Context: an optimization exercise on an open-source flow, tuned for small area. The choices shown serve that exercise and are no tape-out recipe. Only simulation tests tie the RTL to the original design; equivalence was not proved. Power is estimated from default activity; no workload was simulated.

Design ndma_obi_mem_sub, start of the top module:
module ndma_obi_mem_sub #(
    parameter logic [31:0] BASE_ADDR   = 32'h0000_0000,
    parameter int unsigned DEPTH       = 64,
    parameter int unsigned GNT_WAIT    = 0,
    parameter int unsigned RVALID_WAIT = 0,
    parameter int unsigned MAX_OUTST   = 2
) (
    input  logic             clk_i,
    input  logic             rst_i,
    input  logic             obi_req_i,
    output logic             obi_gnt_o,
    input  logic [31:0]      obi_addr_i,
    input  logic             obi_we_i,
    input  logic [3:0]       obi_be_i,
    input  logic [31:0]      obi_wdata_i,
    input  logic [ndma_pkg::AID_W-1:0] obi_aid_i,
    output logic             obi_rvalid_o,
    output logic [31:0]      obi_rdata_o,
    output logic [ndma_pkg::AID_W-1:0] obi_rid_o,
    output logic             obi_err_o,
    input  logic             stall_i
);
    localparam int unsigned AW = $clog2(DEPTH);
    logic [32:0]   diff;
    logic [31:0]   off;
    logic [AW-1:0] idx;
    logic          err_a, unused_off;
    always_comb begin
        diff       = {1'b0, obi_addr_i} - {1'b0, BASE_ADDR};
        off        = diff[31:0];
        idx        = off[AW+1:2];
        unused_off = ^off[1:0];
        err_a      = (|obi_addr_i[1:0]) | diff[32] | (off >= 32'(4 * DEPTH));
    end
    if (GNT_WAIT == 0 && RVALID_WAIT == 0 && MAX_OUTST >= 2) begin : g_direct
        logic          gnt, wen;
        logic          rv_q, err_q;
        logic [ndma_pkg::AID_W-1:0] rid_q;
        logic [31:0]   rd;
        logic [31:0]   mem_q [DEPTH];
        always_comb begin
            gnt       = ~rst_i & obi_req_i & ~stall_i;
            obi_gnt_o = gnt;
            wen       = gnt & obi_we_i & ~err_a;
        end
        localparam int unsigned WG = 16;
        localparam int unsigned NG = (DEPTH + WG - 1) / WG;
        logic [31:0] wd [NG];
        for (genvar g = 0; g < NG; g++) begin : g_wd
            for (genvar i = 0; i < 32; i++) begin : g_bit
                ndma_and2 u_wd (.a(obi_wdata_i[i]), .b(~rst_i), .y(wd[g][i]));
            end
        end
        localparam int unsigned LW = AW / 2;
        localparam int unsigned HW = AW - LW;
        localparam int unsigned LM = (1 << LW) - 1;
        logic [DEPTH-1:0] rsel [4];
  ...
Settings: LEC_CHECK=0, CAP_MARGIN=10, CORE_MARGIN=2, CORE_UTILIZATION=60, CTS_BUF_LIST=sky130_fd_sc_hd__clkbuf_8, CTS_CLUSTER_DIAMETER=100, CTS_CLUSTER_SIZE=18, GPL_TIMING_DRIVEN=0, PLACE_DENSITY=0.7, SETUP_SLACK_MARGIN=0.1, SLEW_MARGIN=10, SYNTH_HIERARCHICAL=1, BUFFER_PORTS_ARGS=-buffer_cell sky130_fd_sc_hd__buf_1, CTS_ARGS=-sink_clustering_enable -repair_clock_nets -dont_use_dummy_load -buf_list sky130_fd_sc_hd__clkbuf_8 -sink_clustering_size 18 -sink_clustering_max_diameter 100; clock period 5.0 ns.
standard.sh (not shown) runs the stock make flow with config.mk's settings and CLKGATE_MAP_FILE= SYNTH_SCRIPT=/design/flow/synth_recipe.tcl, a recipe that flattens the netlist after the stock synthesis.
==> flow/flow/run.sh <==
#!/bin/bash
# Standard ORFS layout (the standard.sh, standard synthesis unchanged) with
# two layout settings added to the config:
#   - port buffers are buf_1 instead of the default delay-cell buffer,
#   - clock tree synthesis without dummy loads.
# Each tool's output stays in the ORFS logs under orfs/logs; make's output goes
# to standard.log.
set -euo pipefail
cat >> config.mk <<'EOF'
export BUFFER_PORTS_ARGS = -buffer_cell sky130_fd_sc_hd__buf_1
export CTS_ARGS = -sink_clustering_enable -repair_clock_nets -dont_use_dummy_load -buf_list sky130_fd_sc_hd__clkbuf_8 -sink_clustering_size 18 -sink_clustering_max_diameter 100
EOF
bash standard.sh > standard.log 2>&1
Next try:
SETUP_SLACK_MARGIN = default   (was 0.1)
What happened:
- The changed run produced a clean layout
- routed wire length hardly moves
- die area stays the same
- clock power barely changes
- final cell count hardly moves
- non-clock buffer count fell by 3
- first-iteration DRC count fell by 1.1%


== before ==
Another version of the RTL of ndma_obi_mem_sub (not shown whole).
Size in the first run: about 120 I/O pins, roughly 0.073 sq mm of cells after synthesis.
clock: 5.0 ns
lec_check: 0
cap_margin: 10
core_margin: 2
core_utilization: 60
cts_buf_list: sky130_fd_sc_hd__clkbuf_8
cts_cluster_diameter: 100
cts_cluster_size: 16
gpl_timing_driven: 0
place_density: 0.7
slew_margin: 10
synth_hierarchical: 1
run.sh (not shown) runs the stock make flow with config.mk's settings and CLKGATE_MAP_FILE= SYNTH_SCRIPT=/design/flow/synth_recipe.tcl, a recipe that flattens the netlist after the stock synthesis.
Stock flow here: none of the scripts above is used.
before finished end to end and its layout was clean on timing, DRC and antenna.
Setup changes, before to after
Settings: changing CAP_MARGIN from 10 to 0; changing SLEW_MARGIN from 10 to 0; removing GPL_TIMING_DRIVEN (formerly 0).
Notes after the runs:
Synthesis-to-layout area growth (after over before): decrease, 0.15 points
Of after and before, it is after that has the higher worst setup slack.
Changes observed in after relative to before: non-clock buffer count went up by 240, number of primary I/O pins now sits at about the same level.
Changes observed in after relative to before: maximum clock frequency up 21%, number of fill cells went up, initial antenna violation count rose by 6.

[what the ideal ports hide]
Ports are ideal in the flow. The routed layouts listed here were re-timed in OpenROAD. Step 1 (the two cells are an assumption about what drives the block):
set clk [get_ports {clk_i}]
set_driving_cell -lib_cell sky130_fd_sc_hd__clkbuf_16 $clk
set_driving_cell -lib_cell sky130_fd_sc_hd__buf_2 [delete_from_list [all_inputs] $clk]
Step 2 moves the port delays by t, midway between the first and last clock arrival at a register: inputs arrive t later, outputs are due t later. That takes back most of the time a late clock gives input paths. a / b / c = ideal ports / drivers / drivers and shift; a / b = the first two.
run | shift t [ns] | setup WS [ns] | hold WS [ns] | worst setup path at the end | cell pins on the clock port's net
the first run of note 1 | 0.928 | 0.179 / 0.095 / -0.215 | 0.324 / 0.278 / 1.206 | input to register | 1
the second run of note 1 | 0.929 | 0.078 / 0.003 / -0.184 | 0.327 / 0.279 / 1.208 | input to register | 1
before | 0.928 | 0.150 / 0.186 / -0.742 | 0.576 / 0.576 / 0.576 | input to register | 1
after | 0.960 | 1.002 / 1.059 / 0.099 | 0.573 / 0.573 / 0.573 | input to register | 1
With both steps, setup timing fails in the first run of note 1, the second run of note 1 and before, where it was met with ideal ports. For after, which loses most, drivers alone change the setup slack by +0.057 ns; drivers and shift together by -0.903 ns.
